This is an optimization exercise on Yosys and OpenROAD, whose aim is small area, a short achievable clock period and few clock cycles, not a production implementation. The RTL was checked by simulation tests, not by an equivalence proof against the original design. Power figures rest on the tool's default switching activity, not on a simulated workload.

## rv_core_top
module rv_core_top (
    input  logic                  clk,
    input  logic                  rst_n_i,
    input  logic [32-1:0]   inst_i,
    output logic [32-1:0]   pc_o,
    output logic                  wb_valid_o,
    output logic [5-1:0] wb_rd_o,
    output logic [32-1:0]   wb_data_o
);
==> module fetch_unit, before the edit <==
module fetch_unit (
    input  logic                clk,
    input  logic                rst_n_i,
    input  logic                redirect_i,
    input  logic [32-1:0] redirect_pc_i,
    input  logic [32-1:0] inst_i,
    output logic [32-1:0] pc_o,
    output logic                pred_o,      
    output logic                jal_long_o,  
    output logic [32-1:0] alt_o        
);
    logic [32-1:0]  pc_q;
    logic [32-1:0]  pc_next;
    logic [32-1:0]  pc_inc;
    logic [12:0]          low;
    logic                 sign;
    logic [32-13:0] hi_p1;
    logic [32-13:0] hi_m1;
    logic                 is_br;
    logic                 is_jal;
    logic                 jal_short;
    assign is_br     = (inst_i[6:0] == OPC_BRANCH) && (inst_i[14:13] == 2'b00);
    assign is_jal    = (inst_i[6:0] == OPC_JAL);
    assign jal_short = (inst_i[19:12] == {8{inst_i[31]}});
    assign pred_o     = (is_br && (inst_i[31] || inst_i[12])) || (is_jal && jal_short);
    assign jal_long_o = is_jal && !jal_short;
    pc_incs u_pc_incs (
        .pc_i     (pc_q  ),
        .pc_inc_o (pc_inc),
        .hi_p1_o  (hi_p1 ),
        .hi_m1_o  (hi_m1 )
    );
    pc_lo_add u_pc_lo_add (
        .pc_i   (pc_q[11:0]),
        .inst_i (inst_i    ),
        .low_o  (low       ),
        .sign_o (sign      )
    );
    logic                 use_inc;
    logic [32-13:0] t0;
    logic [32-13:0] t1;
    logic [32-1:0]  n0;
    logic [32-1:0]  n1;
    logic [32-1:0]  a0;
    logic [32-1:0]  a1;
    logic [32-1:0]  fetch_next;
    assign use_inc = pred_o || is_jal;
    assign t0 = sign ? hi_m1 : pc_q[32-1:12];
    assign t1 = sign ? pc_q[32-1:12] : hi_p1;
    assign n0 = pred_o  ? {t0, 12'b0} : pc_inc;
    assign n1 = pred_o  ? {t1, 12'b0} : pc_inc;
    assign a0 = use_inc ? pc_inc : {t0, 12'b0};
    assign a1 = use_inc ? pc_inc : {t1, 12'b0};
    for (genvar i = 0; i < 32; i++) begin : g_next
        if (i < 12) begin : g_lo
            g_mux2 u_f (.s(pred_o),  .a1(low[i]),  .a0(pc_inc[i]), .y(fetch_next[i]));
            g_mux2 u_a (.s(use_inc), .a1(pc_inc[i]), .a0(low[i]), .y(alt_o[i]));
        end else begin : g_hi
            g_mux2 u_f (.s(low[12]), .a1(n1[i]), .a0(n0[i]), .y(fetch_next[i]));
            g_mux2 u_a (.s(low[12]), .a1(a1[i]), .a0(a0[i]), .y(alt_o[i]));
        end
        g_mux2 u_n (.s(redirect_i), .a1(redirect_pc_i[i]), .a0(fetch_next[i]), .y(pc_next[i]));
    end
    assign pc_o    = pc_q;
    always_ff @(posedge clk or negedge rst_n_i) begin
        if (!rst_n_i)
            pc_q <= 32'h0000_0000;
        else
            pc_q <= pc_next;
    end
endmodule
==> module byp_reg, before the edit <==
module byp_reg (
    input  logic        clk,
    input  logic [31:0] d_i,
    output logic [31:0] q_o
);
    always_ff @(posedge clk) q_o <= d_i;
endmodule
==> module exec_unit, before the edit <==
module exec_unit (
    input  logic                  clk,
    input  logic                  rst_n_i,
    input  logic                  ex_valid_i,
    input  logic                  ex_wen_i,
    input  logic [5-1:0] ex_rd_i,
    input  core_pkg::alu_ctl_t    ex_alu_i,
    input  logic                  ex_jal_i,
    input  logic                  ex_jal_long_i,
    input  logic                  ex_r_eq_i,
    input  logic                  ex_r_ne_i,
    input  logic [32-1:0]   ex_a_i,
    input  logic [32-1:0]   ex_b_i,
    input  logic [32-1:0]   ex_alt_i,
    input  logic [3:0]            ex_a_wb_i,    
    input  logic [3:0]            ex_b_wbp_i,
    input  logic [3:0]            ex_b_wbn_i,
    input  logic [3:0]            ex_b_oth_i,
    output logic                  redirect_o,
    output logic [32-1:0]   redirect_pc_o,
    output logic                  flush_o,
    output logic                  ex_fwd_en_o,
    output logic                  wb_valid_o,
    output logic [5-1:0] wb_rd_o,
    output logic [32-1:0]   wb_result_o
);
    logic [32-1:0] a;
    logic [32-1:0] byp;
    logic [32-1:0] g;
    logic [32-1:0] p;
    logic [32-1:0] oth;
    logic [32-1:0] s;
    logic [32-1:0] res;
    logic [32-2:0] cn;            
    logic [32-1:0] jt_q;          
    logic                jl_pend_q;
    logic                jl_now;
    logic                redirect_now;
    logic                lt;
    logic                eq;
    logic                r_if_eq;
    logic                r_if_ne;
    for (genvar i = 0; i < 32; i++) begin : g_bit
        alu_bit #(.CIN(i == 0)) u_bit (
            .wb_i    (byp[i]        ),
            .xa_i    (ex_a_i[i]     ),
            .xb_i    (ex_b_i[i]     ),
            .alt_i   (ex_alt_i[i]   ),
            .cin_i   (ex_alu_i.sub  ),
            .a_wb_i  (ex_a_wb_i[i/8] ),
            .b_wbp_i (ex_b_wbp_i[i/8]),
            .b_wbn_i (ex_b_wbn_i[i/8]),
            .b_oth_i (ex_b_oth_i[i/8]),
            .land_i  (ex_alu_i.land ),
            .lor_i   (ex_alu_i.lor  ),
            .lxor_i  (ex_alu_i.lxor ),
            .link_i  (ex_alu_i.link ),
            .a_o     (a[i]          ),
            .g_o     (g[i]          ),
            .p_o     (p[i]          ),
            .oth_o   (oth[i]        )
        );
    end
    ks_carry #(.N(32-1)) u_carry (
        .g_i  (g[32-2:0]),
        .p_i  (p[32-2:0]),
        .gg_o (cn             )
    );
    for (genvar i = 1; i < 32; i++) begin : g_res
        alu_res u_res (
            .p_i   (p[i]         ),
            .cn_i  (cn[i-1]      ),
            .oth_i (oth[i]       ),
            .sum_i (ex_alu_i.sum ),
            .s_o   (s[i]         ),
            .res_o (res[i]       )
        );
    end
    assign s[0]   = p[0] ^ ex_alu_i.sub;
    assign lt     = p[32-1] ? cn[32-2] : a[32-1];
    assign res[0] = ex_alu_i.slt ? lt : (ex_alu_i.sum ? s[0] : oth[0]);
    zero32 u_eq (.p_i(p), .z_o(eq));
    assign jl_now        = ex_valid_i && ex_jal_long_i;
    assign r_if_eq       = (ex_valid_i && ex_r_eq_i) || jl_pend_q;
    assign r_if_ne       = (ex_valid_i && ex_r_ne_i) || jl_pend_q;
    g_mux2 u_redirect (.s(eq), .a1(r_if_eq), .a0(r_if_ne), .y(redirect_o));
    assign redirect_pc_o = jl_pend_q ? jt_q : ex_alt_i;
    assign flush_o       = redirect_o || jl_now;
    assign ex_fwd_en_o   = ex_valid_i && ex_wen_i;
    always_ff @(posedge clk or negedge rst_n_i) begin
        if (!rst_n_i) begin
            wb_valid_o <= 1'b0;
            jl_pend_q  <= 1'b0;
        end else begin
            wb_valid_o <= ex_fwd_en_o;
            jl_pend_q  <= jl_now;
        end
    end
    byp_reg u_byp (.clk(clk), .d_i(res), .q_o(byp));
    always_ff @(posedge clk) begin
        wb_rd_o     <= ex_rd_i;
        wb_result_o <= res;
        jt_q        <= s;
    end
endmodule
Settings: LEC_CHECK=0, CAP_MARGIN=20, CORE_MARGIN=2, CORE_UTILIZATION=40, CTS_CLUSTER_DIAMETER=100, CTS_CLUSTER_SIZE=20, SETUP_SLACK_MARGIN=2.0, SLEW_MARGIN=20, SYNTH_HIERARCHICAL=1, SYNTH_MINIMUM_KEEP_SIZE=0, TNS_END_PERCENT=0; clock period 5.0 ns.
run.sh (not shown) runs the stock make flow with config.mk's settings and CLKGATE_MAP_FILE= SYNTH_SCRIPT=/design/flow/synth_recipe.tcl, a recipe that flattens the netlist after the stock synthesis.
Testbench counts at the start, summed over its fixed seeds: cycles 41,846.
Rerun with:
--- a/flow/design.v
+++ b/flow/design.v
@@ -77,8 +77,10 @@
     logic [32-1:0]  pc_next;
     logic [32-1:0]  pc_inc;
+    logic [32-1:0]  target;
     logic [12:0]          low;
     logic                 sign;
     logic [32-13:0] hi_p1;
     logic [32-13:0] hi_m1;
+    logic [32-13:0] hi;
     logic                 is_br;
     logic                 is_jal;
@@ -101,29 +103,14 @@
         .sign_o (sign      )
     );
-    logic                 use_inc;
-    logic [32-13:0] t0;
-    logic [32-13:0] t1;
-    logic [32-1:0]  n0;
-    logic [32-1:0]  n1;
-    logic [32-1:0]  a0;
-    logic [32-1:0]  a1;
-    logic [32-1:0]  fetch_next;
-    assign use_inc = pred_o || is_jal;
-    assign t0 = sign ? hi_m1 : pc_q[32-1:12];
-    assign t1 = sign ? pc_q[32-1:12] : hi_p1;
-    assign n0 = pred_o  ? {t0, 12'b0} : pc_inc;
-    assign n1 = pred_o  ? {t1, 12'b0} : pc_inc;
-    assign a0 = use_inc ? pc_inc : {t0, 12'b0};
-    assign a1 = use_inc ? pc_inc : {t1, 12'b0};
-    for (genvar i = 0; i < 32; i++) begin : g_next
-        if (i < 12) begin : g_lo
-            g_mux2 u_f (.s(pred_o),  .a1(low[i]),  .a0(pc_inc[i]), .y(fetch_next[i]));
-            g_mux2 u_a (.s(use_inc), .a1(pc_inc[i]), .a0(low[i]), .y(alt_o[i]));
-        end else begin : g_hi
-            g_mux2 u_f (.s(low[12]), .a1(n1[i]), .a0(n0[i]), .y(fetch_next[i]));
-            g_mux2 u_a (.s(low[12]), .a1(a1[i]), .a0(a0[i]), .y(alt_o[i]));
-        end
-        g_mux2 u_n (.s(redirect_i), .a1(redirect_pc_i[i]), .a0(fetch_next[i]), .y(pc_next[i]));
-    end
+    always_comb begin
+        case ({sign, low[12]})
+            2'b01:   hi = hi_p1;
+            2'b10:   hi = hi_m1;
+            default: hi = pc_q[32-1:12];
+        endcase
+    end
+    assign target = {hi, low[11:0]};
+    assign pc_next = redirect_i ? redirect_pc_i : (pred_o ? target : pc_inc);
+    assign alt_o   = (pred_o || is_jal) ? pc_inc : target;
     assign pc_o    = pc_q;
     always_ff @(posedge clk or negedge rst_n_i) begin
@@ -545,11 +532,4 @@
     assign res_o = sum_i ? s_o : oth_i;
 endmodule
-module byp_reg (
-    input  logic        clk,
-    input  logic [31:0] d_i,
-    output logic [31:0] q_o
-);
-    always_ff @(posedge clk) q_o <= d_i;
-endmodule
 module exec_unit (
     input  logic                  clk,
@@ -579,5 +559,4 @@
 );
     logic [32-1:0] a;
-    logic [32-1:0] byp;
     logic [32-1:0] g;
     logic [32-1:0] p;
@@ -596,5 +575,5 @@
     for (genvar i = 0; i < 32; i++) begin : g_bit
         alu_bit #(.CIN(i == 0)) u_bit (
-            .wb_i    (byp[i]        ),
+            .wb_i    (wb_result_o[i]),
             .xa_i    (ex_a_i[i]     ),
             .xb_i    (ex_b_i[i]     ),
@@ -650,5 +629,4 @@
         end
     end
-    byp_reg u_byp (.clk(clk), .d_i(res), .q_o(byp));
     always_ff @(posedge clk) begin
         wb_rd_o     <= ex_rd_i;
The new run went through all stages and came out clean.
Sequential share of layout area fell by 0.48 points.
Wire length decreases by 1.1%.
Final cell count fell by 0.67%.
Register-to-register slack is worse by 0.04 ns.
Cell area went down by 0.70%.
Maximum frequency shrinks by 0.49%.
Total power goes down by 10%.
Core utilization rises by 1.1 points.
Area after synthesis fell by 3.4%.
Worst setup slack loses 0.016 ns.
Sequential power goes down by about 4%.
Testbench counts after the change, summed over its fixed seeds: cycles 41,846.

-- afterwards: timing with drivers on the ports --
The results above use ideal ports. As a check the final layouts listed here were re-extracted and re-timed, cells and wires unchanged. Step 1 sets driving cells, clkbuf_16 on the clock port and buf_2 on the other inputs (assumed; they add their load-dependent delay and slew). Step 2 adds t to the input delays and takes it off the output delays; t is the mean of the earliest and latest rising clock arrival at the registers after step 1. Input paths then give back, and output paths get back, about the clock's delay inside the block. Three values: ideal, step 1, step 2; two values: the first two.
run	t (ns)	setup slack, ns	worst register clock-pin slew, ns	cell pins on the clock port's net
the first run	0.799	1.696 / 1.724 / 0.952	0.10 / 0.10	1
the second run	0.812	1.679 / 1.659 / 0.851	0.10 / 0.10	1
After both steps setup and hold are still met in every run listed. For the second run, which loses most, drivers alone change the setup slack by -0.020 ns; drivers and shift together by -0.828 ns.
